This is an optimization exercise on Yosys and OpenROAD, whose aim is small area, not a production implementation.
RTL that was checked went through simulation tests only; none was proved equivalent to the original.
For runs 2 and 4 to 6, only the layout was checked, not whether the RTL still works.
No activity file was given, so power comes from the tool's default toggle rates.

[flow/constraint.sdc]
create_clock -name core_clock -period 7.0 [get_ports {clk}]
set_input_delay 1.4000 -clock core_clock [delete_from_list [all_inputs] [get_ports {clk}]]
set_output_delay 1.4000 -clock core_clock [all_outputs]
set_load 0.01 [all_outputs]
[flow/config.mk]
export PLATFORM = sky130hd
export DESIGN_NAME = regfile_scoreboard
export DESIGN_NICKNAME = regfile_scoreboard
export VERILOG_FILES = /design/flow/design.v
export SDC_FILE = /design/flow/constraint.sdc
export NUM_CORES = 8
export LEC_CHECK = 0
export CAP_MARGIN = 20
export CORE_MARGIN = 2
export CORE_UTILIZATION = 50
export PLACE_DENSITY = 0.6
export SETUP_SLACK_MARGIN = 0.15
export SLEW_MARGIN = 20
export SYNTH_HIERARCHICAL = 1
export SYNTH_MINIMUM_KEEP_SIZE = 0
[flow/run.sh]
#!/bin/bash
# synth_recipe.tcl (not shown) runs the flow's synth.tcl, then flattens the netlist and writes it again
# the make line also repeats each setting of config.mk as NAME=value (left out here)
make -C /OpenROAD-flow-scripts/flow DESIGN_CONFIG=/design/flow/config.mk WORK_HOME=/design/flow/orfs CLKGATE_MAP_FILE= SYNTH_SCRIPT=/design/flow/synth_recipe.tcl finish
[flow/design.v]
module rf_hold (
    input  logic q,
    input  logic w,
    input  logic s,
    input  logic sn,
    output logic y
);
    assign y = (q & sn) | (w & s);
endmodule
module rf_aoi222 (
    input  logic a1, a2, b1, b2, c1, c2,
    output logic y
);
    assign y = ~((a1 & a2) | (b1 & b2) | (c1 & c2));
endmodule
module rf_nand2 (
    input  logic a,
    input  logic b,
    output logic y
);
    assign y = ~(a & b);
endmodule
module rf_fa (
    input  logic a,
    input  logic b,
    input  logic c,
    output logic s,
    output logic co
);
    assign s  = a ^ b ^ c;
    assign co = (a & b) | (a & c) | (b & c);
endmodule
module rf_nand #(
    parameter int N = 11
) (
    input  logic [N-1:0] a,
    output logic         y
);
    assign y = ~&a;
endmodule
module regfile_scoreboard #(
    parameter int DATA_W   = 32,
    parameter int ADDR_W   = 5,
    parameter int NUM_RD   = 2,
    parameter int ZERO_REG = 1
) (
    input  logic                     clk,
    input  logic                     rst,
    input  logic [NUM_RD*ADDR_W-1:0] raddr,
    input  logic [NUM_RD-1:0]        ren,
    output logic [NUM_RD*DATA_W-1:0] rdata,
    output logic [NUM_RD-1:0]        rbusy,
    output logic                     stall,
    input  logic                     we,
    input  logic [ADDR_W-1:0]        waddr,
    input  logic [DATA_W-1:0]        wdata,
    input  logic                     set_en,
    input  logic [ADDR_W-1:0]        set_addr,
    input  logic                     flush,
    output logic [ADDR_W:0]          busy_cnt
);
    localparam int DEPTH = 32'd1 << ADDR_W;
    localparam int LO    = (ZERO_REG != 0) ? 1 : 0;
    localparam int NT    = DEPTH + 1 - LO;
    localparam int NG3   = NT / 3;
    localparam int REM   = NT % 3;
    localparam int NG    = NG3 + REM;
    logic [DATA_W-1:0] regs_q [DEPTH];
    logic [DATA_W-1:0] regs_d [DEPTH];
    logic [DEPTH-1:0]  valid_q;
    logic [DEPTH-1:0]  busy_q;
    logic [DEPTH-1:0]  wsel_s;
    logic [DEPTH-1:0]  wsel_n;
    logic [DEPTH-1:0]  ssel_s;
    always_comb begin
        wsel_s = '0;
        ssel_s = '0;
        for (int i = LO; i < DEPTH; i++) begin
            wsel_s[i] = we && (waddr == ADDR_W'(i));
            ssel_s[i] = set_en && (set_addr == ADDR_W'(i));
        end
        wsel_n = ~wsel_s;
    end
    for (genvar i = 0; i < DEPTH; i++) begin : g_word
        if (i < LO) begin : g_zero
            assign regs_q[i] = '0;
            assign regs_d[i] = '0;
        end else begin : g_reg
            for (genvar b = 0; b < DATA_W; b++) begin : g_bit
                rf_hold u_hold (
                    .q (regs_q[i][b]),
                    .w (wdata[b]),
                    .s (wsel_s[i]),
                    .sn(wsel_n[i]),
                    .y (regs_d[i][b])
                );
            end
            always_ff @(posedge clk) begin
                regs_q[i] <= regs_d[i];
            end
        end
    end
    always_ff @(posedge clk or posedge rst) begin
        if (rst) begin
            valid_q <= '0;
            busy_q  <= '0;
        end else begin
            for (int i = LO; i < DEPTH; i++) begin
                valid_q[i] <= valid_q[i] | wsel_s[i];
                busy_q[i]  <= !flush && ((busy_q[i] && !wsel_s[i]) || ssel_s[i]);
            end
        end
    end
    logic [DEPTH-1:0] rd_ok;
    logic [DEPTH-1:0] bz_ok;
    assign rd_ok = valid_q & wsel_n;
    assign bz_ok = busy_q & wsel_n;
    for (genvar k = 0; k < NUM_RD; k++) begin : g_port
        logic [ADDR_W-1:0] ra;
        logic              byp;
        logic [DEPTH-1:0]  dec;
        logic [NT-1:0]     tsel;
        logic [DATA_W-1:0] tdat [NT];
        assign ra  = raddr[k*ADDR_W +: ADDR_W];
        assign byp = we && (waddr == ra) && !((ZERO_REG != 0) && (ra == '0));
        always_comb begin
            for (int i = 0; i < DEPTH; i++) dec[i] = (ra == ADDR_W'(i));
        end
        assign tsel[0] = byp;
        assign tdat[0] = wdata;
        for (genvar i = LO; i < DEPTH; i++) begin : g_term
            assign tsel[i + 1 - LO] = dec[i] & rd_ok[i];
            assign tdat[i + 1 - LO] = regs_q[i];
        end
        for (genvar b = 0; b < DATA_W; b++) begin : g_bit
            logic [NG-1:0] n;
            for (genvar g = 0; g < NG3; g++) begin : g_grp
                rf_aoi222 u_aoi (
                    .a1(tsel[3*g]),     .a2(tdat[3*g][b]),
                    .b1(tsel[3*g + 1]), .b2(tdat[3*g + 1][b]),
                    .c1(tsel[3*g + 2]), .c2(tdat[3*g + 2][b]),
                    .y (n[g])
                );
            end
            for (genvar r = 0; r < REM; r++) begin : g_rem
                rf_nand2 u_nand (.a(tsel[3*NG3 + r]), .b(tdat[3*NG3 + r][b]), .y(n[NG3 + r]));
            end
            rf_nand #(.N(NG)) u_or (.a(n), .y(rdata[k*DATA_W + b]));
        end
        assign rbusy[k] = |(dec & bz_ok);
    end
    assign stall = |(ren & rbusy);
    if (DEPTH == 32 && LO == 1) begin : g_pc31
        logic [25:0] pc_s;
        logic [25:0] pc_c;
        rf_fa u_pc0 (.a(busy_q[1]), .b(busy_q[2]), .c(busy_q[3]), .s(pc_s[0]), .co(pc_c[0]));
        rf_fa u_pc1 (.a(busy_q[4]), .b(busy_q[5]), .c(busy_q[6]), .s(pc_s[1]), .co(pc_c[1]));
        rf_fa u_pc2 (.a(busy_q[7]), .b(busy_q[8]), .c(busy_q[9]), .s(pc_s[2]), .co(pc_c[2]));
        rf_fa u_pc3 (.a(busy_q[10]), .b(busy_q[11]), .c(busy_q[12]), .s(pc_s[3]), .co(pc_c[3]));
        rf_fa u_pc4 (.a(busy_q[13]), .b(busy_q[14]), .c(busy_q[15]), .s(pc_s[4]), .co(pc_c[4]));
        rf_fa u_pc5 (.a(busy_q[16]), .b(busy_q[17]), .c(busy_q[18]), .s(pc_s[5]), .co(pc_c[5]));
        rf_fa u_pc6 (.a(busy_q[19]), .b(busy_q[20]), .c(busy_q[21]), .s(pc_s[6]), .co(pc_c[6]));
        rf_fa u_pc7 (.a(busy_q[22]), .b(busy_q[23]), .c(busy_q[24]), .s(pc_s[7]), .co(pc_c[7]));
        rf_fa u_pc8 (.a(busy_q[25]), .b(busy_q[26]), .c(busy_q[27]), .s(pc_s[8]), .co(pc_c[8]));
        rf_fa u_pc9 (.a(busy_q[28]), .b(busy_q[29]), .c(busy_q[30]), .s(pc_s[9]), .co(pc_c[9]));
        rf_fa u_pc10 (.a(busy_q[31]), .b(pc_s[0]), .c(pc_s[1]), .s(pc_s[10]), .co(pc_c[10]));
        rf_fa u_pc11 (.a(pc_s[2]), .b(pc_s[3]), .c(pc_s[4]), .s(pc_s[11]), .co(pc_c[11]));
        rf_fa u_pc12 (.a(pc_s[5]), .b(pc_s[6]), .c(pc_s[7]), .s(pc_s[12]), .co(pc_c[12]));
        rf_fa u_pc13 (.a(pc_s[8]), .b(pc_s[9]), .c(pc_s[10]), .s(pc_s[13]), .co(pc_c[13]));
        rf_fa u_pc14 (.a(pc_s[11]), .b(pc_s[12]), .c(pc_s[13]), .s(pc_s[14]), .co(pc_c[14]));
        assign busy_cnt[0] = pc_s[14];
        rf_fa u_pc15 (.a(pc_c[0]), .b(pc_c[1]), .c(pc_c[2]), .s(pc_s[15]), .co(pc_c[15]));
        rf_fa u_pc16 (.a(pc_c[3]), .b(pc_c[4]), .c(pc_c[5]), .s(pc_s[16]), .co(pc_c[16]));
        rf_fa u_pc17 (.a(pc_c[6]), .b(pc_c[7]), .c(pc_c[8]), .s(pc_s[17]), .co(pc_c[17]));
        rf_fa u_pc18 (.a(pc_c[9]), .b(pc_c[10]), .c(pc_c[11]), .s(pc_s[18]), .co(pc_c[18]));
        rf_fa u_pc19 (.a(pc_c[12]), .b(pc_c[13]), .c(pc_c[14]), .s(pc_s[19]), .co(pc_c[19]));
        rf_fa u_pc20 (.a(pc_s[15]), .b(pc_s[16]), .c(pc_s[17]), .s(pc_s[20]), .co(pc_c[20]));
        rf_fa u_pc21 (.a(pc_s[18]), .b(pc_s[19]), .c(pc_s[20]), .s(pc_s[21]), .co(pc_c[21]));
        assign busy_cnt[1] = pc_s[21];
        rf_fa u_pc22 (.a(pc_c[15]), .b(pc_c[16]), .c(pc_c[17]), .s(pc_s[22]), .co(pc_c[22]));
        rf_fa u_pc23 (.a(pc_c[18]), .b(pc_c[19]), .c(pc_c[20]), .s(pc_s[23]), .co(pc_c[23]));
        rf_fa u_pc24 (.a(pc_c[21]), .b(pc_s[22]), .c(pc_s[23]), .s(pc_s[24]), .co(pc_c[24]));
        assign busy_cnt[2] = pc_s[24];
        rf_fa u_pc25 (.a(pc_c[22]), .b(pc_c[23]), .c(pc_c[24]), .s(pc_s[25]), .co(pc_c[25]));
        assign busy_cnt[3] = pc_s[25];
        assign busy_cnt[4] = pc_c[25];
        assign busy_cnt[5] = 1'b0;
    end else begin : g_pcn
        always_comb begin
            busy_cnt = '0;
            for (int i = LO; i < DEPTH; i++) busy_cnt = busy_cnt + {{ADDR_W{1'b0}}, busy_q[i]};
        end
    end
endmodule
==> impl_metrics.json, run 1 <==
{
  "outcome": "timing/DRC/antenna clean",
  "path_common_cell": "clkdlybuf4s50_1",
  "via_per_inst": 8.31,
  "critPathKind": "primary input to primary output",
  "synth_cells": 3585,
  "cts_sinks": 1054,
  "syn-num-nets": 3670,
  "seq_area_frac_synth_pct": 51.4,
  "synth_area_leaders": "dfxtp_1, a22o_1, a222oi_1",
  "p_sw_share_pct": 26.9,
  "maxSlewViolCount": 0,
  "grt_pass1_wl_mm": 289,
  "synth_top_area_cell": "dfxtp_1",
  "gp_congestion": 0.990,
  "clock_path_buffers": 3,
  "async_flop_share_pct": 5.88,
  "clkLatencyLatePin_ps": 690,
  "die_x_um": 293,
  "ant_nets": 0,
  "min_period_ps": 6800,
  "clock.fmax_ghz": 0.147,
  "postCtsHoldBufs": 0,
  "p_per_area_mw_per_mm2": 326,
  "internal_power_uw": 12100,
  "comb_power_share_pct": 13.5,
  "place_area_mm2": 0.0470,
  "root_buffer": "clkbuf_16",
  "wire_per_inst_um": 38.6,
  "fin_skew_ps": 0,
  "grt_pass1_vias": 42156,
  "crit_start": "waddr[4]",
  "nNetsFinal": 4134,
  "coreArea_mm2": 0.0824,
  "critPathSlowestCell": "clkdlybuf4s50_1",
  "max_stage_delay_ps": 670,
  "layout_commonest_cell": "a22o_1",
  "hold_class": "register to register",
  "drc_errors": 0,
  "design_area_mm2": 0.0509,
  "antenna_found_initial": 8,
  "syn_to_final_growth_pct": 22.1,
  "core.rowCount": 105,
  "relSlewSlack_pct": 19.7,
  "fillers": 6528,
  "hold_violations": 0,
  "synthFlopType": "dfxtp_1",
  "synth_edf_count": 0,
  "cts_tree": "built",
  "cp_cell_sequence": "clkdlybuf4s50_1 -> nor4bb_1 -> buf_4 -> nand2_2 -> nand2_1 -> nor3_2 -> buf_12 -> a222oi_1 -> nand4_1 -> or3_1 -> clkdlybuf4s50_1",
  "initial_core_util_pct": 50.6,
  "die_h_um": 293,
  "ys_types": 59,
  "io_buffers": 130,
  "dr.pass1.iters": 14,
  "cp_max_fo": 23,
  "maxCapViolCount": 0,
  "dieArea_mm2": 0.0857,
  "grt_usage_pct": 45.1,
  "p_clk_share_pct": 37.6,
  "total_leakage_power_uw": 0.0196,
  "synth_top_family_by_area": "compound AO/OA/AOI/OAI gates",
  "antennaDiodeCount": 0,
  "r2r-start": "busy_q[30]$_DFF_PP0_",
  "drive_gt1_share_pct": 13.4,
  "setup_tns_ps": 0,
  "grt_max_degree": 63,
  "ir_drop_mv": 0.261,
  "tritoncts.num_buffers": 109,
  "synthesis.area_mm2": 0.0417,
  "rsz0062_at_grt": "false",
  "p_sw_uw": 4480,
  "finalSetupViolCount": 0,
  "synth_seq_cells": 1054,
  "drt_iter0_markers": 9875,
  "synth_compound_area_share_pct": 37.7,
  "hp-start": "valid_q[14]$_DFF_PP0_",
  "synth.avg_cell_area_um2": 11.6,
  "drt-total-wl_mm": 201,
  "cp-end-kind": "primary output",
  "crit_arrival_ps": 5400,
  "path_delay_family": "simple AND/OR/NAND/NOR gates",
  "via_count": 43338,
  "whs_ps": 472,
  "ios": 132,
  "ys_warn_count": 15,
  "dp_hpwl_mm": 126,
  "clk_pin_slew_ps": 60,
  "period_share_pct": 97.2,
  "seqPwrFrac_pct": 48.9,
  "cts_max_level": 3,
  "worstMarginPinSlew_ps": 1200,
  "start_kind": "primary input",
  "cp.buffers_inverters": 4,
  "worst-endpoint-required_ps": 5600,
  "synth_top_area_share_pct": 47.6,
  "globalRoute.totalOverflow": 0,
  "synth.area.mux_share_pct": 0.0240,
  "synthSimpleGateAreaFrac_pct": 8.69,
  "synth_xor_area_share_pct": 0.168,
  "synthAdderAreaFrac_pct": 1.25,
  "mostFrequentLayoutCells": "a22o_1, dfxtp_1, a222oi_1"
}
[stage by stage]
stage | total power (uW) | utilization (%) | worst slack [ps] | instances
5_1_grt | 17100 | 61.8 | 155 | 5215
6_report | 16600 | 61.8 | 195 | 5215
3_3_place_gp | 10200 | 57.0 | 332 | 5005
2_1_floorplan | 9350 | - | 290 | 3585
3_5_place_dp | 10400 | 57.0 | 268 | 5007
4_1_cts | 16500 | 61.8 | 257 | 5214
[worst register-to-register path, cell delays in order, from the launching register on]
cell and delay (ps):
dfrtp_1 400, o21ai_0 290, a21oi_1 140
[power by group through the flow]
stage | sequential [uW] | combinational (uW) | clock, uW
after floorplan | 7920 | 1430 | 0
after global placement | 8080 | 2120 | 0
after detailed placement | 8170 | 2190 | 0
after CTS | 8060 | 2200 | 6250
after global routing | 8230 | 2360 | 6490
final | 8120 | 2250 | 6240
[worst paths after layout]
check | end | slack, ps | cells after the start
worst min register to register | valid_q[14]$_DFF_PP0_ | 470 | 1
worst max register to register | busy_q[30]$_DFF_PP0_ | 5990 | 2
worst min-delay path | valid_q[14]$_DFF_PP0_ | 470 | 1
worst max-delay path | rdata[13] | 200 | 11
max in group asynchronous | valid_q[12]$_DFF_PP0_ | 5110 | 3
min in group asynchronous | busy_q[30]$_DFF_PP0_ | 1280 | 3
[synthesized netlist by cell type (19+ instances only)]
library cell  instances
a22o_1              993
dfxtp_1             992
a222oi_1            640
nand2_1             218
nand4_1             193
or3_1                71
nor3_1               63
dfrtp_1              62
inv_1                37
a21oi_1              34
nand2b_1             34
nor2_1               27
fa_1                 26
clkbuf_1             25
o21ai_0              22
o22ai_1              19
[per-module statistics from Yosys, one instance, submodules excluded, excerpt]
module	flip-flops and latches	cells inside	cell area [um^2]	copies in the design
rf_hold	0	1	8.76	992
rf_fa	0	1	20.0	26
rf_nand2	0	1	3.75	128
rf_aoi222	0	1	10.0	640
regfile_scoreboard	1054	1543	24000	1
[repair_timing]
action                                  CTS  global route
setup buffers                             0             1
resized for setup                         1             1
pin swaps                                 0             1
endpoints found under the setup margin    1             9
[logic make-up after synthesis]
family | count (synthesis)
compound gates | 1738
xor+xnor | 8
fa+ha+maj | 26
buf+inv | 79
flops | 1054
mux | 1
other cells | 1
simple gates | 678
[state kept, by name (all words and copies together), names as in the netlist]
register,cells
valid_q,31
regs_q,992
busy_q,31
[routing by layer]
layer	GRT usage [%]	share of wire (%)
met5	0	0.017
met2	66.9	42
met4	33.0	8.9
met3	12.4	14
met1	56.4	35
[area by class of cell]
| type | instances | area [um^2] | share of cell area [%] |
|---|---|---|---|
| clock buffers | 161 | 3330 | 6.54 |
| clock inverters | 46 | 568 | 1.12 |
| inverters | 37 | 139 | 0.273 |
| multi-input cells | 2452 | 20400 | 40.0 |
| flip-flops and latches | 1054 | 21400 | 42.1 |
| well taps | 1070 | 1340 | 2.63 |
| repair buffers | 395 | 3730 | 7.33 |
==> inputs of run 2 (changes only) <==
--- a/flow/design.v
+++ b/flow/design.v
@@ -111,10 +111,6 @@
             end
         end
     end
-    logic [DEPTH-1:0] rd_ok;
-    logic [DEPTH-1:0] bz_ok;
-    assign rd_ok = valid_q & wsel_n;
-    assign bz_ok = busy_q & wsel_n;
     for (genvar k = 0; k < NUM_RD; k++) begin : g_port
         logic [ADDR_W-1:0] ra;
         logic              byp;
@@ -129,7 +125,7 @@
         assign tsel[0] = byp;
         assign tdat[0] = wdata;
         for (genvar i = LO; i < DEPTH; i++) begin : g_term
-            assign tsel[i + 1 - LO] = dec[i] & rd_ok[i];
+            assign tsel[i + 1 - LO] = dec[i] & valid_q[i] & ~byp;
             assign tdat[i + 1 - LO] = regs_q[i];
         end
         for (genvar b = 0; b < DATA_W; b++) begin : g_bit
@@ -147,7 +143,7 @@
             end
             rf_nand #(.N(NG)) u_or (.a(n), .y(rdata[k*DATA_W + b]));
         end
-        assign rbusy[k] = |(dec & bz_ok);
+        assign rbusy[k] = |(dec & busy_q) & ~byp;
     end
     assign stall = |(ren & rbusy);
     if (DEPTH == 32 && LO == 1) begin : g_pc31
--- a/flow/config.mk
+++ b/flow/config.mk
@@ -9,7 +9,6 @@
 export CORE_MARGIN = 2
 export CORE_UTILIZATION = 50
 export PLACE_DENSITY = 0.6
-export SETUP_SLACK_MARGIN = 0.15
 export SLEW_MARGIN = 20
 export SYNTH_HIERARCHICAL = 1
 export SYNTH_MINIMUM_KEEP_SIZE = 0
==> impl_metrics.json, run 2 <==
{
  "ir_drop_mv": 0.227,
  "crit_arrival_ps": 5660,
  "total_power_uw": 16200,
  "relSlewSlack_pct": 12.7,
  "clkLatencyLatePin_ps": 670,
  "wire_per_inst_um": 41.3,
  "path_common_cell": "clkdlybuf4s50_1",
  "globalRoute.totalOverflow": 0,
  "seq_area_frac_synth_pct": 51.3,
  "clock.fmax_ghz": 0.142,
  "tritoncts.num_buffers": 108,
  "p_per_area_mw_per_mm2": 324,
  "stdcell_count": 5126,
  "die_h_um": 293,
  "worstMarginPinSlew_ps": 1310,
  "path_delay_family": "simple AND/OR/NAND/NOR gates",
  "whs_ps": 488,
  "drt_iter0_markers": 9882,
  "synth_cells": 3540,
  "synth_seq_cells": 1054,
  "cp_cell_sequence": "clkdlybuf4s50_1 -> xor2_1 -> nor3_1 -> and3_1 -> a21oi_1 -> and2_1 -> and3_2 -> a222oi_1 -> nand4_1 -> or3_1 -> clkdlybuf4s50_1",
  "syn-num-nets": 3625,
  "grt_usage_pct": 47.3,
  "dr.pass1.iters": 17,
  "drc_errors": 0,
  "yosysMostFrequentCell": "a22o_1",
  "top_register": "regs_q",
  "outcome": "finished with violations",
  "cp_max_fo": 32,
  "ios": 132,
  "synth_edf_count": 0,
  "drive_gt1_share_pct": 11.8,
  "dieArea_mm2": 0.0857,
  "max_stage_delay_ps": 630,
  "io_buffers": 130,
  "drt-total-wl_mm": 212,
  "synthFlopType": "dfxtp_1",
  "async_flop_share_pct": 5.88,
  "hold_violations": 0,
  "fin_skew_ps": 0,
  "placedCellCount": 4921,
  "via_per_inst": 8.52,
  "clock_path_buffers": 3,
  "grt_pass1_wl_mm": 298,
  "critPathSlowestCell": "and3_2",
  "rr_worst_depth": 2,
  "synth.avg_cell_area_um2": 11.8,
  "path_depth": 11,
  "cts_max_level": 3,
  "clk_pin_slew_ps": 60,
  "synth_top_area_cell": "dfxtp_1",
  "cts_tree": "built",
  "syn_to_final_growth_pct": 19.7,
  "coreArea_mm2": 0.0824,
  "maxSlewViolCount": 0,
  "via_count": 43675,
  "synthTopCellsByCount": "a22o_1, dfxtp_1, a222oi_1",
  "die_x_um": 293,
  "cp-end-kind": "primary output",
  "ys_warn_count": 15,
  "reg.largest.list": "regs_q x992, busy_q x31, valid_q x31",
  "core.rowCount": 105,
  "grt_pass1_vias": 41944,
  "synthesis.area_mm2": 0.0417,
  "so.violations": "setup timing",
  "hold_class": "register to register",
  "setup_ws_ps": -58.9,
  "postCtsHoldBufs": 0,
  "maxCapViolCount": 0,
  "nNetsFinal": 4046,
  "finalSetupViolCount": 3,
  "ys_types": 64,
  "synth_area_leaders": "dfxtp_1, a22o_1, a222oi_1",
  "cts_sinks": 1054,
  "fillers": 6644,
  "root_buffer": "clkbuf_16",
  "largest_reg_flops": 992,
  "rsz0062_at_grt": "false",
  "initial_core_util_pct": 50.6,
  "gp_congestion": 1.01,
  "synth_top_area_share_pct": 47.6,
  "layout_commonest_cell": "a22o_1",
  "grt_max_degree": 63,
  "mostFrequentLayoutCells": "a22o_1, dfxtp_1, a222oi_1",
  "period_share_pct": 101,
  "total_leakage_power_uw": 0.0194,
  "ant_nets": 0,
  "min_period_ps": 7060,
  "critPathKind": "primary input to primary output",
  "post_cts_buffers": 0,
  "cts_resized": 0,
  "worst-endpoint-required_ps": 5600,
  "antenna_found_initial": 24,
  "cp.buffers_inverters": 2,
  "post-route-util_pct": 60.6,
  "setup_tns_ps": -70.7,
  "dp_hpwl_mm": 124,
  "hold_depth": 1,
  "start_kind": "primary input"
}
## run 2: worst paths after layout
kind                                         endpoint  slack, ps                   from
max in group asynchronous         busy_q[1]$_DFF_PP0_       5030                    rst
worst min-delay path            valid_q[10]$_DFF_PP0_        490  valid_q[10]$_DFF_PP0_
worst min register to register  valid_q[10]$_DFF_PP0_        490  valid_q[10]$_DFF_PP0_
worst max register to register   busy_q[18]$_DFF_PP0_       6100   busy_q[18]$_DFF_PP0_
min in group asynchronous         busy_q[5]$_DFF_PP0_       1310                    rst
worst max-delay path                        rdata[34]        -60               waddr[2]
## run 2: metal layers
layer | up-vias | wire [um] | GRT usage [%] | part of all wire (%)
met5 | - | 143 | 0 | 0.068
met4 | 22 | 18100 | 32.3 | 8.6
met3 | 1106 | 34700 | 17.3 | 16
met1 | 21202 | 72100 | 58.7 | 34
met2 | 4505 | 86500 | 68.3 | 41
li1 | 16840 | - | - | -
## run 2: cells by family after synthesis
group                    Yosys count  synth area share (%)
flip-flops                      1054                  51.3
adder cells (fa/ha/maj)           26                  1.25
buffers and inverters             71                 0.825
multiplexers                      13                 0.342
other                              1               0.00899
AND/OR/NAND/NOR                  655                  8.47
XOR/XNOR                           8                 0.168
AO/OA/AOI/OAI                   1712                  37.6
## run 2: power breakdown
group          internal, uW  switching [uW]  total [uW]
sequential             7180             943        8120
combinational          1280             934        2220
clock                  3340            2520        5860
total                 11800            4390       16200
## run 2: per-stage QoR
step,area [um^2],setup slack [ps]
2_1_floorplan,41700,1470
3_3_place_gp,46300,7.10
3_5_place_dp,46300,23.9
4_1_cts,49900,17.3
5_1_grt,49900,4.55
6_report,49900,-58.9
## run 2: per-module statistics from Yosys (local to each module, per instance), a selection
module              times used  cells inside
rf_nand2                   128             1
rf_hold                    992             1
rf_aoi222                  640             1
regfile_scoreboard           1          1498
rf_fa                       26             1
## run 2: area by class of cell
type / instances / area, um^2 / share of cell area [%]
Clock buffer: 170 / 3270 / 6.55
Tap cell: 1070 / 1340 / 2.68
Inverter: 34 / 128 / 0.256
Multi-Input combinational cell: 2415 / 20200 / 40.4
Timing Repair Buffer: 348 / 3310 / 6.62
Clock inverter: 27 / 283 / 0.566
Antenna cell: 8 / 20.0 / 0.0401
Sequential cell: 1054 / 21400 / 42.9
==> inputs of run 3 (changes only) <==
--- a/flow/design.v
+++ b/flow/design.v
@@ -111,6 +111,10 @@
             end
         end
     end
+    logic [DEPTH-1:0] rd_ok;
+    logic [DEPTH-1:0] bz_ok;
+    assign rd_ok = valid_q & wsel_n;
+    assign bz_ok = busy_q & wsel_n;
     for (genvar k = 0; k < NUM_RD; k++) begin : g_port
         logic [ADDR_W-1:0] ra;
         logic              byp;
@@ -125,7 +129,7 @@
         assign tsel[0] = byp;
         assign tdat[0] = wdata;
         for (genvar i = LO; i < DEPTH; i++) begin : g_term
-            assign tsel[i + 1 - LO] = dec[i] & valid_q[i] & ~byp;
+            assign tsel[i + 1 - LO] = dec[i] & rd_ok[i];
             assign tdat[i + 1 - LO] = regs_q[i];
         end
         for (genvar b = 0; b < DATA_W; b++) begin : g_bit
@@ -143,7 +147,7 @@
             end
             rf_nand #(.N(NG)) u_or (.a(n), .y(rdata[k*DATA_W + b]));
         end
-        assign rbusy[k] = |(dec & busy_q) & ~byp;
+        assign rbusy[k] = |(dec & bz_ok);
     end
     assign stall = |(ren & rbusy);
     if (DEPTH == 32 && LO == 1) begin : g_pc31
==> flow/flow/run.sh (new file) <==
#!/bin/bash
# Layout flow: the standard ORFS flow (unchanged synthesis, floorplan, power
# grid, placement and routing), with two settings changed through the stage
# variables ORFS reads from the environment:
#   - ports are buffered with a plain buffer instead of the default pick;
#   - clock tree synthesis uses larger sink clusters and no dummy loads.
# All tool output goes to standard_flow.log here and to ORFS's own logs under orfs/logs/.
set -euo pipefail
export BUFFER_PORTS_ARGS="-buffer_cell sky130_fd_sc_hd__buf_1"
export CTS_ARGS="-sink_clustering_enable -repair_clock_nets -dont_use_dummy_load -sink_clustering_size 25 -sink_clustering_max_diameter 70 -buf_list sky130_fd_sc_hd__clkbuf_16"
bash standard.sh > standard_flow.log 2>&1
==> flow/standard.sh (new file) <==
#!/bin/bash
# synth_recipe.tcl (not shown) runs the flow's synth.tcl, then flattens the netlist and writes it again
# the make line also repeats each setting of config.mk as NAME=value (left out here)
make -C /OpenROAD-flow-scripts/flow DESIGN_CONFIG=/design/flow/config.mk WORK_HOME=/design/flow/orfs CLKGATE_MAP_FILE= SYNTH_SCRIPT=/design/flow/synth_recipe.tcl "${@:-finish}"
--- a/flow/config.mk
+++ b/flow/config.mk
@@ -8,7 +8,7 @@
 export CAP_MARGIN = 20
 export CORE_MARGIN = 2
 export CORE_UTILIZATION = 50
-export PLACE_DENSITY = 0.6
+export PLACE_DENSITY = 0.62
 export SLEW_MARGIN = 20
 export SYNTH_HIERARCHICAL = 1
 export SYNTH_MINIMUM_KEEP_SIZE = 0
removed: flow/run.sh
==> impl_metrics.json, run 3 <==
{
  "hold_violations": 0,
  "rsz0062_at_grt": "false",
  "drive_gt1_share_pct": 9.53,
  "synthTopCellsByCount": "a22o_1, dfxtp_1, a222oi_1",
  "ant_nets": 0,
  "via_per_inst": 8.66,
  "design_area_mm2": 0.0468,
  "cp_max_fo": 32,
  "maxSlewViolCount": 0,
  "postCtsHoldBufs": 0,
  "clock_path_buffers": 3,
  "grt_pass1_wl_mm": 293,
  "core.rowCount": 105,
  "dr.pass1.iters": 14,
  "die_x_um": 293,
  "synth_top_area_share_pct": 47.6,
  "synth_area_leaders": "dfxtp_1, a22o_1, a222oi_1",
  "setup_tns_ps": 0,
  "period_share_pct": 96.1,
  "clk_pin_slew_ps": 80,
  "grt_max_degree": 63,
  "critPathKind": "primary input to primary output",
  "synth_edf_count": 0,
  "ir_drop_mv": 0.235,
  "path_delay_family": "simple AND/OR/NAND/NOR gates",
  "seq_area_frac_synth_pct": 51.4,
  "r2r-start": "busy_q[5]$_DFF_PP0_",
  "start_kind": "primary input",
  "maxCapViolCount": 0,
  "synth_seq_cells": 1054,
  "coreArea_mm2": 0.0824,
  "via_count": 43329,
  "nNetsFinal": 4013,
  "fillers": 7033,
  "cts_sinks": 1054,
  "initial_core_util_pct": 50.6,
  "drt-total-wl_mm": 208,
  "fin_skew_ps": 0,
  "synthesis.area_mm2": 0.0417,
  "die_h_um": 293,
  "grt_pass1_vias": 41458,
  "wire_per_inst_um": 41.6,
  "total_leakage_power_uw": 0.0176,
  "async_flop_share_pct": 5.88,
  "ys_warn_count": 15,
  "outcome": "timing/DRC/antenna clean",
  "synth.avg_cell_area_um2": 11.6,
  "crit_start": "we",
  "gp_congestion": 0.990,
  "clkLatencyLatePin_ps": 630,
  "dp_hpwl_mm": 126,
  "synth_cells": 3585,
  "post-route-util_pct": 56.8,
  "cts_max_level": 2,
  "critPathSlowestCell": "nor4b_1",
  "post_cts_buffers": 0,
  "worstMarginPinSlew_ps": 1210,
  "finalSetupViolCount": 0,
  "ys_types": 59,
  "reg.largest.list": "regs_q x992, busy_q x31, valid_q x31",
  "clock.fmax_ghz": 0.149,
  "yosysMostFrequentCell": "a22o_1",
  "mostFrequentLayoutCells": "a22o_1, dfxtp_1, a222oi_1",
  "syn-num-nets": 3670,
  "drc_errors": 0,
  "antenna_found_initial": 18,
  "worst-endpoint-required_ps": 5600,
  "placedCellCount": 4941,
  "cts_tree": "built",
  "io_buffers": 130,
  "path_common_cell": "buf_1",
  "max_stage_delay_ps": 810,
  "synthFlopType": "dfxtp_1",
  "cp_cell_sequence": "buf_1 -> nor4b_1 -> nand2_2 -> nand2_1 -> nor3_2 -> buf_4 -> a222oi_1 -> nand4_1 -> or3_1 -> buf_1",
  "crit_arrival_ps": 5330,
  "syn_to_final_growth_pct": 12.2,
  "hp-start": "valid_q[9]$_DFF_PP0_",
  "stdcell_count": 5002,
  "cp-end-kind": "primary output",
  "top_register": "regs_q",
  "hold_class": "register to register",
  "relSlewSlack_pct": 19.4,
  "cp.buffers_inverters": 3,
  "cts_resized": 0,
  "min_period_ps": 6730,
  "root_buffer": "clkbuf_16",
  "p_per_area_mw_per_mm2": 291,
  "globalRoute.totalOverflow": 0,
  "drt_iter0_markers": 9907,
  "layout_commonest_cell": "a22o_1",
  "synth_top_area_cell": "dfxtp_1",
  "tritoncts.num_buffers": 55,
  "place_area_mm2": 0.0454,
  "largest_reg_flops": 992,
  "grt_usage_pct": 46.3,
  "dieArea_mm2": 0.0857,
  "ios": 132
}
[run 3: cell count changes in the layout (fill, tap and decap cells not counted), moves of 18 or more]
cell and change:
a21oi_1 +24, clkbuf_8 -27, buf_12 -18, clkdlybuf4s50_1 -128
nand2_1 +51, nor3_2 +53, and3_1 -32, clkbuf_1 -32
o22ai_1 +18, clkbuf_16 -56, o21ai_0 +18, a22oi_1 -34
nor2_1 -35, buf_1 +115
[run 3: routing by layer]
| layer | share of wire (%) | track usage, % | wire [um] |
|---|---|---|---|
| met1 | 34 | 58.2 | 71200 |
| met5 | 0.080 | 0 | 166 |
| met2 | 41 | 66.8 | 85500 |
| met4 | 8.5 | 32.3 | 17700 |
| met3 | 16 | 15.6 | 33800 |
[run 3: final cells by class]
class / instances / area [um^2] / area share (%)
repair buffers: 328 / 2130 / 4.56
inverters: 37 / 139 / 0.297
well taps: 1070 / 1340 / 2.86
flip-flops and latches: 1054 / 21400 / 45.8
clock buffers: 55 / 1380 / 2.94
multi-input cells: 2452 / 20400 / 43.5
diodes: 6 / 15.0 / 0.0321
[run 3: modules after synthesis, one instance, submodules excluded, excerpt]
module	cells inside	copies in the design	flops+latches
regfile_scoreboard	1543	1	1054
rf_aoi222	1	640	0
rf_nand2	1	128	0
rf_hold	1	992	0
rf_fa	1	26	0
[run 3: worst paths after layout]
path,to,slack (ps),depth (start not counted)
worst min-delay path,valid_q[9]$_DFF_PP0_,480,1
worst min register to register,valid_q[9]$_DFF_PP0_,480,1
worst max-delay path,rdata[6],270,10
max in group asynchronous,valid_q[1]$_DFF_PP0_,5380,3
min in group asynchronous,busy_q[28]$_DFF_PP0_,1000,3
worst max register to register,busy_q[5]$_DFF_PP0_,5960,2
[run 3: stage by stage]
step / setup WS [ps] / total power, uW / hold WS [ps]
global route: 401 / 14000 / 489
detailed placement: 583 / 10200 / 452
finish: 274 / 13600 / 479
global placement: 551 / 10100 / 449
CTS: 567 / 13500 / 475
floorplan: 1.50 / 9350 / 435
[run 3: worst register-to-register path: cells and delay by family, from the launching register on]
kind / cells / cell delay [ps]
flops: 1 / 400
compound gates: 2 / 490
[run 3: cells by family (layout without fill, tap and decap cells)]
group | Yosys count | count (layout) | synth area share, %
adder cells (fa/ha/maj) | 26 | 26 | 1.25
AO/OA/AOI/OAI | 1738 | 1738 | 37.7
multiplexers | 1 | 1 | 0.0240
AND/OR/NAND/NOR | 678 | 678 | 8.69
other | 1 | 7 | 0.00899
flip-flops | 1054 | 1054 | 51.4
buffers and inverters | 79 | 420 | 0.801
XOR/XNOR | 8 | 8 | 0.168
[run 3: where the power goes]
group          total [uW]  switching, uW  internal, uW  leakage (uW)
Clock                3400           2000          1390      0.000678
Combinational        2100            953          1150       0.00791
Sequential           8100            934          7170       0.00904
==> inputs of run 4 (changes only) <==
--- a/flow/design.v
+++ b/flow/design.v
@@ -5,7 +5,7 @@
     input  logic sn,
     output logic y
 );
-    assign y = (q & sn) | (w & s);
+    assign y = ~((q | s) & (w | sn));
 endmodule
 module rf_aoi222 (
     input  logic a1, a2, b1, b2, c1, c2,
@@ -37,6 +37,13 @@
     output logic         y
 );
     assign y = ~&a;
+endmodule
+module rf_xor (
+    input  logic a,
+    input  logic t,
+    output logic y
+);
+    assign y = a ^ t;
 endmodule
 module regfile_scoreboard #(
     parameter int DATA_W   = 32,
@@ -72,6 +79,12 @@
     logic [DEPTH-1:0]  wsel_s;
     logic [DEPTH-1:0]  wsel_n;
     logic [DEPTH-1:0]  ssel_s;
+    logic              phase_q;
+    logic [DATA_W-1:0] wenc_s;
+    always_ff @(posedge clk) begin
+        phase_q <= ~phase_q;
+    end
+    assign wenc_s = wdata ^ {DATA_W{phase_q}};
     always_comb begin
         wsel_s = '0;
         ssel_s = '0;
@@ -89,7 +102,7 @@
             for (genvar b = 0; b < DATA_W; b++) begin : g_bit
                 rf_hold u_hold (
                     .q (regs_q[i][b]),
-                    .w (wdata[b]),
+                    .w (wenc_s[b]),
                     .s (wsel_s[i]),
                     .sn(wsel_n[i]),
                     .y (regs_d[i][b])
@@ -126,8 +139,10 @@
         always_comb begin
             for (int i = 0; i < DEPTH; i++) dec[i] = (ra == ADDR_W'(i));
         end
+        logic tph;
+        assign tph = phase_q & (byp | (|(dec[DEPTH-1:LO] & rd_ok[DEPTH-1:LO])));
         assign tsel[0] = byp;
-        assign tdat[0] = wdata;
+        assign tdat[0] = wenc_s;
         for (genvar i = LO; i < DEPTH; i++) begin : g_term
             assign tsel[i + 1 - LO] = dec[i] & rd_ok[i];
             assign tdat[i + 1 - LO] = regs_q[i];
@@ -145,7 +160,9 @@
             for (genvar r = 0; r < REM; r++) begin : g_rem
                 rf_nand2 u_nand (.a(tsel[3*NG3 + r]), .b(tdat[3*NG3 + r][b]), .y(n[NG3 + r]));
             end
-            rf_nand #(.N(NG)) u_or (.a(n), .y(rdata[k*DATA_W + b]));
+            logic o;
+            rf_nand #(.N(NG)) u_or (.a(n), .y(o));
+            rf_xor u_ph (.a(o), .t(tph), .y(rdata[k*DATA_W + b]));
         end
         assign rbusy[k] = |(dec & bz_ok);
     end
==> flow/flow/run.sh (replaced) <==
#!/bin/bash
# Layout flow: the standard ORFS flow (unchanged synthesis, floorplan, power
# grid, placement and routing), with settings changed through the stage
# variables ORFS reads from the environment:
#   - ports are buffered with a plain buffer instead of the default pick;
#   - clock tree synthesis uses larger sink clusters and no dummy loads;
# All tool output goes to standard_flow.log here and to ORFS's own logs under orfs/logs/.
set -euo pipefail
export BUFFER_PORTS_ARGS="-buffer_cell sky130_fd_sc_hd__buf_1"
export CTS_ARGS="-sink_clustering_enable -repair_clock_nets -dont_use_dummy_load -sink_clustering_size 25 -sink_clustering_max_diameter 70 -buf_list sky130_fd_sc_hd__clkbuf_16"
bash standard.sh > standard_flow.log 2>&1
==> impl_metrics.json, run 4 <==
{
  "outcome": "finished with violations",
  "so.violations": "setup timing",
  "fin_skew_ps": 119,
  "synth_seq_cells": 1055,
  "finalSetupViolCount": 7,
  "syn_to_final_growth_pct": 14.8,
  "cp-end-kind": "primary output",
  "reg.largest.list": "regs_q x992, busy_q x31, valid_q x31",
  "seq_area_frac_synth_pct": 53.0,
  "die_h_um": 288,
  "clk_pin_slew_ps": 70,
  "dp_hpwl_mm": 126,
  "nNetsFinal": 4159,
  "met1_usage_pct": 58.3,
  "largest_reg_flops": 992,
  "via_count": 43201,
  "wire_per_inst_um": 38.2,
  "synthesis.area_mm2": 0.0404,
  "clock_path_buffers": 3,
  "clock.fmax_ghz": 0.142,
  "clkLatencyLatePin_ps": 690,
  "hold_violations": 0,
  "drive_gt1_share_pct": 10.1,
  "post_cts_buffers": 0,
  "syn-num-nets": 3801,
  "ir_drop_mv": 0.234,
  "min_to": "regs_q[19][5]$_DFF_P_",
  "cts_resized": 0,
  "cp_max_fo": 21,
  "maxCapViolCount": 0,
  "total_power_uw": 14000,
  "async_flop_share_pct": 5.88,
  "relSlewSlack_pct": 19.2,
  "worstMarginPinSlew_ps": 1210,
  "rsz0062_at_grt": "false",
  "hp-start": "regs_q[19][5]$_DFF_P_",
  "initial_core_util_pct": 50.3,
  "stdcell_count": 5144,
  "critPathKind": "primary input to primary output",
  "dr.pass1.iters": 15,
  "drt-total-wl_mm": 197,
  "synth_area_leaders": "dfxtp_1, a222oi_1, o22ai_1",
  "multi_input_comb_area_mm2": 0.0199,
  "busiest_layer": "met2",
  "grt_usage_pct": 45.6,
  "post-route-util_pct": 57.8,
  "synth_top_area_share_pct": 49.2,
  "maxSlewViolCount": 0,
  "ant_nets": 0,
  "period_share_pct": 101,
  "via_per_inst": 8.40,
  "seqCellArea_mm2": 0.0214,
  "setup_tns_ps": -88.8,
  "hold_depth": 1,
  "drt_iter0_markers": 9999,
  "coreArea_mm2": 0.0803,
  "r2r-start": "phase_q$_DFF_P_",
  "total_leakage_power_uw": 0.0170,
  "rrSetupSlack_ps": 4290,
  "synthFlopType": "dfxtp_1",
  "fillers": 7039,
  "grt_pass1_vias": 40070,
  "crit_arrival_ps": 5650,
  "mostFrequentLayoutCells": "o22ai_1, dfxtp_1, a222oi_1",
  "ys_types": 72,
  "crit_start": "raddr[7]",
  "top_register": "regs_q",
  "synth_edf_count": 0,
  "worstReg2RegEnd": "regs_q[6][29]$_DFF_P_",
  "synth_cells": 3716,
  "dieArea_mm2": 0.0831,
  "io_buffers": 130,
  "placedCellCount": 5076,
  "root_buffer": "clkbuf_16",
  "ios": 132,
  "synth.avg_cell_area_um2": 10.9,
  "grt_max_degree": 63,
  "die_x_um": 288,
  "cts_max_level": 2,
  "grt_pass1_wl_mm": 280,
  "min_period_ps": 7050,
  "worst-endpoint-required_ps": 5600,
  "use_met3_pct": 18.3,
  "cts_sinks": 1055,
  "p_per_area_mw_per_mm2": 302,
  "antenna_found_initial": 23,
  "synth_top_area_cell": "dfxtp_1",
  "core.rowCount": 104,
  "hold_class": "register to register",
  "met2_usage_pct": 63.7,
  "start_kind": "primary input",
  "rr_worst_depth": 4,
  "setup_ws_ps": -49.4,
  "tritoncts.num_buffers": 54,
  "layout_commonest_cell": "o22ai_1",
  "yosysMostFrequentCell": "o22ai_1",
  "cts_tree": "built",
  "ys_warn_count": 15,
  "drc_errors": 0,
  "gp_congestion": 1.00,
  "globalRoute.totalOverflow": 0,
  "postCtsHoldBufs": 0,
  "synthTopCellsByCount": "o22ai_1, dfxtp_1, a222oi_1"
}
run 4: cell count changes after synthesis, sizes merged, moves of 4 or more:
cell,delta
a22o,-992
o22ai,+982
xor2,+96
nand2,+10
or2,-10
nand3,+8
nor2b,+8
nand4,+6
a21oi,-5
nand2b,+5
o21ai,-5
or3,-5
mux2,+4
run 4: where the power goes:
| part | internal, uW | total [uW] | switching, uW | leakage, uW |
|---|---|---|---|---|
| Clock | 1370 | 3350 | 1980 | 0.000665 |
| Sequential | 7430 | 8510 | 1090 | 0.00931 |
| Combinational | 927 | 2140 | 1220 | 0.00704 |
run 4: modules after synthesis, one instance, submodules excluded, a selection:
module	cells inside	flip-flops and latches	copies in the design	cell area (um^2)
regfile_scoreboard	1610	1055	1	24600
rf_fa	1	0	26	20.0
rf_aoi222	1	0	640	10.0
rf_xor	1	0	64	8.76
rf_hold	1	0	992	6.26
rf_nand2	1	0	128	3.75
run 4: worst max path at each step:
| stage | end | slack (ps) | cells after the start |
|---|---|---|---|
| finish | rdata[41] | -50 | 10 |
| global route | rdata[41] | 50 | 10 |
| CTS | rdata[55] | 310 | 11 |
| detailed placement | rdata[55] | 310 | 11 |
| global placement | rdata[55] | 380 | 11 |
| floorplan | rdata[32] | 20 | 7 |
run 4: logic make-up after synthesis:
| group | Yosys count | synth area share, % |
|---|---|---|
| buf+inv | 77 | 0.851 |
| xor+xnor | 104 | 2.25 |
| flops | 1055 | 53.0 |
| mux | 5 | 0.136 |
| fa+ha+maj | 26 | 1.29 |
| other cells | 1 | 0.00928 |
| compound gates | 1740 | 33.0 |
| simple gates | 708 | 9.46 |
run 4: area by class of cell:
type                            instances  share of cell area (%)
Clock buffer                           54                    2.91
Sequential cell                      1055                    46.2
Inverter                               34                   0.275
Timing Repair Buffer                  345                    4.65
Multi-Input combinational cell       2584                    43.0
Tap cell                             1060                    2.86
Antenna cell                           12                  0.0648
run 4: critical path: stages:
cell     delay, ps
buf_1          460
nor2b_1        640
nand2_1        220
nor3_4         990
buf_4          460
nor4_1         110
nand4_1        140
o41a_2         340
xor2_1         640
buf_1          220
run 4: layer usage:
| layer | wire, um | share of wire, % |
|---|---|---|
| met1 | 69700 | 35 |
| met2 | 78900 | 40 |
| met3 | 32700 | 17 |
| met4 | 15200 | 7.8 |
| met5 | 148 | 0.075 |
run 4: per-stage QoR:
| stage | cell area (um^2) | setup WS (ps) | hold WS [ps] |
|---|---|---|---|
| floorplan | 40700 | 23.1 | 435 |
| global placement | 45000 | 379 | 448 |
| detailed placement | 45000 | 307 | 452 |
| CTS | 46300 | 307 | 472 |
| global route | 46300 | 54.9 | 486 |
| finish | 46400 | -49.4 | 471 |
==> inputs of run 5 (changes only) <==
--- a/flow/design.v
+++ b/flow/design.v
@@ -19,6 +19,35 @@
     output logic y
 );
     assign y = ~(a & b);
+endmodule
+module rf_and2 (
+    input  logic a,
+    input  logic b,
+    output logic y
+);
+    assign y = a & b;
+endmodule
+module rf_and4 (
+    input  logic a,
+    input  logic b,
+    input  logic c,
+    input  logic d,
+    output logic y
+);
+    assign y = a & b & c & d;
+endmodule
+module rf_or2 (
+    input  logic a,
+    input  logic b,
+    output logic y
+);
+    assign y = a | b;
+endmodule
+module rf_inv (
+    input  logic a,
+    output logic y
+);
+    assign y = ~a;
 endmodule
 module rf_fa (
     input  logic a,
@@ -84,15 +113,33 @@
     always_ff @(posedge clk) begin
         phase_q <= ~phase_q;
     end
-    assign wenc_s = wdata ^ {DATA_W{phase_q}};
+    for (genvar b = 0; b < DATA_W; b++) begin : g_wenc
+        logic x;
+        assign x = ~(wdata[b] ^ phase_q);
+        rf_inv u_drv (.a(x), .y(wenc_s[b]));
+    end
+    localparam int LW = (ADDR_W > 3) ? 3 : ADDR_W;
+    localparam int HW = ADDR_W - LW;
+    logic [(1 << HW)-1:0] whi_s, whi_n;
+    logic [(1 << LW)-1:0] wlo_s, wlo_n;
     always_comb begin
-        wsel_s = '0;
+        for (int j = 0; j < (1 << HW); j++) whi_s[j] = we && (waddr >> LW) == ADDR_W'(j);
+        for (int j = 0; j < (1 << LW); j++) wlo_s[j] = waddr[LW-1:0] == LW'(j);
+        whi_n = ~whi_s;
+        wlo_n = ~wlo_s;
+    end
+    for (genvar i = 0; i < DEPTH; i++) begin : g_wdec
+        if (i < LO) begin : g_zero
+            assign wsel_s[i] = 1'b0;
+            assign wsel_n[i] = 1'b1;
+        end else begin : g_sel
+            rf_and2 u_s  (.a(whi_s[i >> LW]), .b(wlo_s[i % (1 << LW)]), .y(wsel_s[i]));
+            rf_or2  u_sn (.a(whi_n[i >> LW]), .b(wlo_n[i % (1 << LW)]), .y(wsel_n[i]));
+        end
+    end
+    always_comb begin
         ssel_s = '0;
-        for (int i = LO; i < DEPTH; i++) begin
-            wsel_s[i] = we && (waddr == ADDR_W'(i));
-            ssel_s[i] = set_en && (set_addr == ADDR_W'(i));
-        end
-        wsel_n = ~wsel_s;
+        for (int i = LO; i < DEPTH; i++) ssel_s[i] = set_en && (set_addr == ADDR_W'(i));
     end
     for (genvar i = 0; i < DEPTH; i++) begin : g_word
         if (i < LO) begin : g_zero
@@ -124,9 +171,7 @@
             end
         end
     end
-    logic [DEPTH-1:0] rd_ok;
     logic [DEPTH-1:0] bz_ok;
-    assign rd_ok = valid_q & wsel_n;
     assign bz_ok = busy_q & wsel_n;
     for (genvar k = 0; k < NUM_RD; k++) begin : g_port
         logic [ADDR_W-1:0] ra;
@@ -136,15 +181,20 @@
         logic [DATA_W-1:0] tdat [NT];
         assign ra  = raddr[k*ADDR_W +: ADDR_W];
         assign byp = we && (waddr == ra) && !((ZERO_REG != 0) && (ra == '0));
+        logic [(1 << HW)-1:0] rhi;
+        logic [(1 << LW)-1:0] rlo;
         always_comb begin
             for (int i = 0; i < DEPTH; i++) dec[i] = (ra == ADDR_W'(i));
+            for (int j = 0; j < (1 << HW); j++) rhi[j] = (ra >> LW) == ADDR_W'(j);
+            for (int j = 0; j < (1 << LW); j++) rlo[j] = ra[LW-1:0] == LW'(j);
         end
         logic tph;
-        assign tph = phase_q & (byp | (|(dec[DEPTH-1:LO] & rd_ok[DEPTH-1:LO])));
+        assign tph = phase_q & (|tsel);
         assign tsel[0] = byp;
         assign tdat[0] = wenc_s;
         for (genvar i = LO; i < DEPTH; i++) begin : g_term
-            assign tsel[i + 1 - LO] = dec[i] & rd_ok[i];
+            rf_and4 u_sel (.a(rhi[i >> LW]), .b(rlo[i % (1 << LW)]), .c(valid_q[i]), .d(wsel_n[i]),
+                           .y(tsel[i + 1 - LO]));
             assign tdat[i + 1 - LO] = regs_q[i];
         end
         for (genvar b = 0; b < DATA_W; b++) begin : g_bit
--- a/flow/flow/run.sh
+++ b/flow/flow/run.sh
@@ -3,7 +3,7 @@
 # grid, placement and routing), with settings changed through the stage
 # variables ORFS reads from the environment:
 #   - ports are buffered with a plain buffer instead of the default pick;
-#   - clock tree synthesis uses larger sink clusters and no dummy loads;
+#   - clock tree synthesis uses larger sink clusters and no dummy loads.
 # All tool output goes to standard_flow.log here and to ORFS's own logs under orfs/logs/.
 set -euo pipefail
 export BUFFER_PORTS_ARGS="-buffer_cell sky130_fd_sc_hd__buf_1"
--- a/flow/config.mk
+++ b/flow/config.mk
@@ -8,7 +8,8 @@
 export CAP_MARGIN = 20
 export CORE_MARGIN = 2
 export CORE_UTILIZATION = 50
-export PLACE_DENSITY = 0.62
+export PLACE_DENSITY = 0.55
+export SETUP_SLACK_MARGIN = 0.3
 export SLEW_MARGIN = 20
 export SYNTH_HIERARCHICAL = 1
 export SYNTH_MINIMUM_KEEP_SIZE = 0
==> impl_metrics.json, run 5 <==
{
  "outcome": "timing/DRC/antenna clean",
  "gp_congestion": 1.04,
  "synthSimpleGateAreaFrac_pct": 10.9,
  "period_share_pct": 96.2,
  "fin_skew_ps": 51.2,
  "layout_commonest_cell": "o22ai_1",
  "dp_hpwl_mm": 136,
  "synth_area_leaders": "dfxtp_1, a222oi_1, o22ai_1",
  "tritoncts.num_buffers": 56,
  "synthTopCellsByCount": "o22ai_1, dfxtp_1, a222oi_1",
  "ys_types": 57,
  "seq_area_frac_synth_pct": 52.5,
  "grt_usage_pct": 49.3,
  "drt-total-wl_mm": 219,
  "synth_top_area_cell": "dfxtp_1",
  "mostFrequentLayoutCells": "o22ai_1, dfxtp_1, a222oi_1",
  "design_area_mm2": 0.0457,
  "maxSlewViolCount": 0,
  "die_h_um": 290,
  "setup_tns_ps": 0,
  "rsz0062_at_grt": "false",
  "clk_pin_slew_ps": 80,
  "synth_top_family_by_area": "compound AO/OA/AOI/OAI gates",
  "synthFlopType": "dfxtp_1",
  "cp_max_fo": 11,
  "ios": 132,
  "cp-end-kind": "primary output",
  "cts_sinks": 1055,
  "synth_top_area_share_pct": 48.7,
  "io_buffers": 130,
  "globalRoute.totalOverflow": 0,
  "clock.fmax_ghz": 0.148,
  "synthAdderAreaFrac_pct": 1.27,
  "maxCapViolCount": 0,
  "via_count": 44872,
  "drive_gt1_share_pct": 9.31,
  "relSlewSlack_pct": 15.2,
  "whs_ps": 473,
  "post-route-util_pct": 56.6,
  "cts_tree": "built",
  "setup_ws_ps": 265,
  "worst-endpoint-required_ps": 5600,
  "synth_edf_count": 0,
  "clock_path_buffers": 3,
  "die_x_um": 290,
  "total_leakage_power_uw": 0.0167,
  "synth_compound_area_share_pct": 32.1,
  "start_kind": "primary input",
  "dieArea_mm2": 0.0840,
  "nNetsFinal": 4188,
  "critPathKind": "primary input to primary output",
  "reg.largest.list": "regs_q x992, busy_q x31, valid_q x31",
  "async_flop_share_pct": 5.88,
  "grt_pass1_vias": 42948,
  "syn-num-nets": 3837,
  "synthesis.area_mm2": 0.0408,
  "grt_pass1_wl_mm": 306,
  "fillers": 7068,
  "worstMarginPinSlew_ps": 1270,
  "ys_warn_count": 15,
  "largest_reg_flops": 992,
  "synth_seq_cells": 1055,
  "synth_cells": 3752,
  "ir_drop_mv": 0.244,
  "p_per_area_mw_per_mm2": 308,
  "antenna_found_initial": 11,
  "core.rowCount": 104,
  "grt_max_degree": 63,
  "hold_violations": 0,
  "synth.avg_cell_area_um2": 10.9,
  "synth_xor_area_share_pct": 2.23,
  "synth.area.mux_share_pct": 0.110,
  "crit_arrival_ps": 5340,
  "clkLatencyLatePin_ps": 720,
  "ant_nets": 0,
  "min_period_ps": 6740,
  "yosysMostFrequentCell": "o22ai_1",
  "hold_class": "register to register",
  "cts_max_level": 2,
  "root_buffer": "clkbuf_16",
  "via_per_inst": 8.68,
  "initial_core_util_pct": 50.6,
  "pre_cts_ws_ps": 194,
  "wire_per_inst_um": 42.3,
  "dr.pass1.iters": 13,
  "place_area_mm2": 0.0442,
  "top_register": "regs_q",
  "finalSetupViolCount": 0,
  "coreArea_mm2": 0.0807,
  "syn_to_final_growth_pct": 11.8,
  "drc_errors": 0,
  "drt_iter0_markers": 10985
}
-- run 5: changes by cell type in the layout (fill, tap and decap cells not counted), sizes merged, moves of 31 or more --
cell / previous run / this run
and2: 3 / 36
xor2: 102 / 67
and4: 3 / 62
or2: 3 / 66
nand2b: 39 / 8
xnor2: 2 / 37
nand2: 228 / 156
nor3: 66 / 13
-- run 5: area by class of cell --
type / instances / area [um^2] / area share [%]
inverter: 57 / 214 / 0.469
tap: 1060 / 1330 / 2.90
clock buffer: 56 / 1400 / 3.07
timing repair buffer: 329 / 2140 / 4.68
antenna: 9 / 22.5 / 0.0493
multi-input combinational: 2604 / 19100 / 41.9
sequential: 1055 / 21400 / 46.9
-- run 5: worst max-delay path, cell delays in order --
cell      delay [ps]
buf_1            320
nand3_1          360
or2_2            490
and4_1           580
a222oi_1         620
nand4_1          610
or3_4            590
xor2_1           140
buf_1            200
-- run 5: power breakdown --
part	switching (uW)	total (uW)	internal [uW]
clock network	2030	3440	1420
logic	1140	2060	923
registers	1150	8580	7430
-- run 5: path summary, 6_finish.rpt --
check	from	depth (start not counted)	end	slack, ps
worst min register to register	regs_q[19][31]$_DFF_P_	1	regs_q[19][31]$_DFF_P_	470
max in group asynchronous	rst	3	valid_q[25]$_DFF_PP0_	5350
min in group asynchronous	rst	3	valid_q[20]$_DFF_PP0_	990
worst max-delay path	waddr[4]	9	rdata[15]	260
worst min-delay path	regs_q[19][31]$_DFF_P_	1	regs_q[19][31]$_DFF_P_	470
worst max register to register	phase_q$_DFF_P_	5	regs_q[14][7]$_DFF_P_	4110
-- run 5: per-layer routing --
layer | share of wire (%) | GRT usage [%]
met1 | 33 | 59.3
met2 | 40 | 70.0
met3 | 17 | 19.0
met4 | 10 | 39.9
met5 | 0.074 | 0.908
-- run 5: Yosys stat by module (local to each module, per instance), excerpt --
module              times used  flip-flops and latches  cell area (um^2)  cells
rf_or2                      31                       0              6.26      1
rf_and2                     31                       0              6.26      1
rf_fa                       26                       0              20.0      1
rf_aoi222                  640                       0              10.0      1
regfile_scoreboard           1                    1055             24000   1490
rf_and4                     62                       0              8.76      1
rf_nand2                   128                       0              3.75      1
rf_hold                    992                       0              6.26      1
rf_xor                      64                       0              8.76      1
rf_inv                      32                       0              3.75      1
-- run 5: kinds of logic after synthesis --
kind of cell / Yosys count
other: 1
buffers and inverters: 93
DFF: 1055
and+or+nand+nor: 764
xor gates and xnor gates: 104
adders and majority gates: 26
muxes: 2
AOI/OAI and AO/OA: 1707
-- run 5: what timing repair did --
action | in CTS | in global routing
setup endpoints to repair | 3 | 43
pin swaps | 1 | 9
hold buffers | 0 | 0
gates resized for setup | 1 | 8
setup buffers | 0 | 0
-- run 5: per-stage QoR --
step           cells  total power [uW]
2_1_floorplan   3752              9640
3_3_place_gp    5104             10400
3_5_place_dp    5105             10600
4_1_cts         5161             13900
5_1_grt         5163             14500
6_report        5170             14100
==> inputs of run 6 (changes only) <==
==> flow/flow/run.sh (replaced) <==
#!/bin/bash
# Layout flow: the standard ORFS flow (unchanged synthesis, floorplan, power
# grid, placement and routing), with settings changed through the stage
# variables ORFS reads from the environment:
#   - ports are buffered with a plain buffer instead of the default pick;
#   - clock tree synthesis uses small clock buffers on compact sink clusters and no dummy loads.
# All tool output goes to standard_flow.log here and to ORFS's own logs under orfs/logs/.
set -euo pipefail
export BUFFER_PORTS_ARGS="-buffer_cell sky130_fd_sc_hd__buf_1"
export CTS_ARGS="-sink_clustering_enable -repair_clock_nets -dont_use_dummy_load -sink_clustering_size 9 -sink_clustering_max_diameter 45 -buf_list sky130_fd_sc_hd__clkbuf_4"
bash standard.sh > standard_flow.log 2>&1
--- a/flow/config.mk
+++ b/flow/config.mk
@@ -8,8 +8,7 @@
 export CAP_MARGIN = 20
 export CORE_MARGIN = 2
 export CORE_UTILIZATION = 50
-export PLACE_DENSITY = 0.55
-export SETUP_SLACK_MARGIN = 0.3
+export PLACE_DENSITY = 0.62
 export SLEW_MARGIN = 20
 export SYNTH_HIERARCHICAL = 1
 export SYNTH_MINIMUM_KEEP_SIZE = 0
==> impl_metrics.json, run 6 <==
{
  "path_delay_family": "simple AND/OR/NAND/NOR gates",
  "grt_usage_pct": 48.5,
  "synth_area_leaders": "dfxtp_1, a222oi_1, o22ai_1",
  "period_share_pct": 98.6,
  "syn_to_final_growth_pct": 10.6,
  "cp_cell_sequence": "buf_1 -> buf_4 -> or3_1 -> or2_2 -> and4_2 -> a222oi_1 -> nand4_1 -> or3_1 -> xor2_1 -> buf_1",
  "grt_max_degree": 63,
  "gp_congestion": 1.02,
  "tritoncts.num_buffers": 146,
  "synth.avg_cell_area_um2": 10.9,
  "nNetsFinal": 4250,
  "fin_skew_ps": 83.7,
  "via_count": 44948,
  "p_sw_uw": 4300,
  "die_h_um": 290,
  "drt_iter0_markers": 10555,
  "synthTopCellsByCount": "o22ai_1, dfxtp_1, a222oi_1",
  "yosysMostFrequentCell": "o22ai_1",
  "hp-start": "regs_q[25][15]$_DFF_P_",
  "rsz0062_at_grt": "false",
  "ios": 132,
  "ys_types": 57,
  "max_stage_delay_ps": 800,
  "ys_warn_count": 15,
  "crit_arrival_ps": 5500,
  "core.rowCount": 104,
  "start_kind": "primary input",
  "cp-end-kind": "primary output",
  "coreArea_mm2": 0.0807,
  "die_x_um": 290,
  "ir_drop_mv": 0.186,
  "synth_edf_count": 0,
  "cts_max_level": 4,
  "top_register": "regs_q",
  "globalRoute.totalOverflow": 0,
  "synth_cells": 3752,
  "postCtsHoldBufs": 0,
  "post_cts_buffers": 0,
  "maxSlewViolCount": 0,
  "syn-num-nets": 3837,
  "r2r-start": "phase_q$_DFF_P_",
  "cts_resized": 0,
  "grt_pass1_vias": 42278,
  "io_buffers": 130,
  "grt_pass1_wl_mm": 299,
  "synthFlopType": "dfxtp_1",
  "layout_commonest_cell": "o22ai_1",
  "total_leakage_power_uw": 0.0165,
  "hold_depth": 1,
  "p_clk_share_pct": 22.4,
  "cts_tree": "built",
  "async_flop_share_pct": 5.88,
  "internal_power_uw": 9300,
  "finalSetupViolCount": 0,
  "ant_nets": 0,
  "wire_per_inst_um": 40.9,
  "min_period_ps": 6900,
  "root_buffer": "clkbuf_4",
  "seqPwrFrac_pct": 62.7,
  "worstMarginPinSlew_ps": 1280,
  "drt-total-wl_mm": 214,
  "synthesis.area_mm2": 0.0408,
  "hold_violations": 0,
  "min_to": "regs_q[25][15]$_DFF_P_",
  "cp_max_fo": 33,
  "antenna_found_initial": 14,
  "clk_pin_slew_ps": 90,
  "synth_top_area_share_pct": 48.7,
  "clock_path_buffers": 3,
  "dp_hpwl_mm": 129,
  "drc_errors": 0,
  "via_per_inst": 8.59,
  "rrSetupSlack_ps": 4150,
  "whs_ps": 473,
  "synth_seq_cells": 1055,
  "worst-endpoint-required_ps": 5600,
  "dr.pass1.iters": 15,
  "largest_reg_flops": 992,
  "clkLatencyLatePin_ps": 1150,
  "rr_worst_depth": 4,
  "drive_gt1_share_pct": 11.7,
  "critPathSlowestCell": "nand4_1",
  "clock.fmax_ghz": 0.145,
  "dieArea_mm2": 0.0840,
  "maxCapViolCount": 0,
  "hold_class": "register to register",
  "p_sw_share_pct": 31.6,
  "setup_tns_ps": 0,
  "cp.buffers_inverters": 3,
  "p_per_area_mw_per_mm2": 301,
  "comb_power_share_pct": 14.9,
  "outcome": "timing/DRC/antenna clean",
  "relSlewSlack_pct": 14.8,
  "initial_core_util_pct": 50.6,
  "mostFrequentLayoutCells": "o22ai_1, dfxtp_1, a222oi_1",
  "reg.largest.list": "regs_q x992, busy_q x31, valid_q x31",
  "critPathKind": "primary input to primary output",
  "worstReg2RegEnd": "regs_q[13][7]$_DFF_P_",
  "seq_area_frac_synth_pct": 52.5,
  "synth_top_area_cell": "dfxtp_1",
  "cts_sinks": 1055
}
==> run 6: changes by cell type in the layout (fill, tap and decap cells not counted), moves of 3 or more <==
cell	before	now
clkbuf_2	3	0
buf_4	187	158
buf_1	126	130
and4_1	50	0
and4_2	11	62
clkbuf_4	0	146
clkbuf_16	56	0
==> run 6: worst max-delay path by stage <==
stage | startpoint | to | cells after the start
finish | waddr[2] | rdata[8] | 10
global route | waddr[3] | rdata[8] | 11
CTS | busy_q[1]$_DFF_PP0_ | busy_cnt[3] | 9
detailed placement | waddr[0] | rdata[46] | 9
global placement | waddr[3] | rdata[46] | 10
floorplan | raddr[5] | rdata[32] | 8
==> run 6: kinds of logic after synthesis <==
group,after synthesis,share of synthesized area [%]
adders and majority gates,26,1.27
buffers and inverters,93,0.931
xor gates and xnor gates,104,2.23
DFF,1055,52.5
other,1,0.00918
muxes,2,0.110
and+or+nand+nor,764,10.9
AOI/OAI and AO/OA,1707,32.1
==> run 6: modules after synthesis (local to each module, per instance), excerpt <==
module | flops+latches | cell area [um^2] | cells | copies in the design
rf_or2 | 0 | 6.26 | 1 | 31
rf_fa | 0 | 20.0 | 1 | 26
rf_inv | 0 | 3.75 | 1 | 32
rf_and4 | 0 | 8.76 | 1 | 62
rf_aoi222 | 0 | 10.0 | 1 | 640
rf_and2 | 0 | 6.26 | 1 | 31
rf_hold | 0 | 6.26 | 1 | 992
rf_nand2 | 0 | 3.75 | 1 | 128
rf_xor | 0 | 8.76 | 1 | 64
regfile_scoreboard | 1055 | 24000 | 1490 | 1
==> run 6: stage by stage <==
stage / setup slack [ps] / power [uW] / util [%] / std cells / cell area [um^2]
after floorplan: 187 / 9640 / - / 3752 / 40800
after global placement: 557 / 10400 / 54.6 / 5076 / 44100
after detailed placement: 562 / 10500 / 54.6 / 5076 / 44100
after CTS: 79.0 / 13400 / 56.0 / 5222 / 45100
after global routing: 43.2 / 14100 / 56.0 / 5226 / 45200
final: 99.3 / 13600 / 56.0 / 5231 / 45200
==> run 6: cell type report <==
class,count,area [um^2]
flip-flops and latches,1055,21400
inverters,57,214
well taps,1060,1330
multi-input cells,2604,19200
fillers,7446,35500
diodes,8,20.0
repair buffers,301,1930
clock buffers,146,1100
==> run 6: per-layer routing <==
metal  track usage, %  share of wire (%)  vias to the layer above  routed length, um
met5             3.12               0.18                        -                388
met4             40.3                9.7                       22              20700
met3             19.2                 17                     1223              35700
met2             66.0                 39                     4433              83400
met1             59.7                 34                    21663              73600
li1                 -                  -                    17607                  -
==> run 6: power by group through the flow <==
stage               sequential, uW  clock (uW)  combinational (uW)
global route                  8680        3250                2130
finish                        8530        3050                2030
detailed placement            8590           0                1940
global placement              8560           0                1870
floorplan                     8310           0                1330
CTS                           8460        3020                1930
==> run 6: worst register-to-register path: cells and delay by family (launching register included) <==
family | cells | cell delay [ps]
DFF | 1 | 1060
AOI/OAI and AO/OA | 1 | 140
xor gates and xnor gates | 1 | 360
buffers and inverters | 2 | 1160

## afterwards: timing with drivers on the ports
In the flow no input, the clock included, has a driving cell. The finished layouts below were timed again as built, in two steps. Step 1 assumes that a clkbuf_16 drives the clock port and a buf_2 every other input. Step 2 also shifts input and output timing later by t, the mid clock arrival at the registers, as if the neighbouring blocks saw the same clock. a / b / c = ideal / step 1 / step 2; a / b = the first two.
run | t (ns) | slack for setup (ns) | worst setup path at the end | slew at the worst register clock pin (ns)
run 1 | 0.772 | 0.195 / 0.175 / 0.175 | input to output | 0.07 / 0.07
run 2 | 0.757 | -0.059 / -0.080 / -0.080 | input to output | 0.07 / 0.07
run 3 | 0.726 | 0.274 / 0.248 / 0.248 | input to output | 0.11 / 0.11
run 4 | 0.709 | -0.049 / -0.090 / -0.090 | input to output | 0.11 / 0.11
run 5 | 0.730 | 0.265 / 0.191 / 0.191 | input to output | 0.11 / 0.11
run 6 | 1.152 | 0.099 / 0.021 / 0.021 | input to output | 0.11 / 0.11
The setup slack of run 6, which loses most, moves by -0.078 ns with the drivers and by -0.078 ns with both steps.
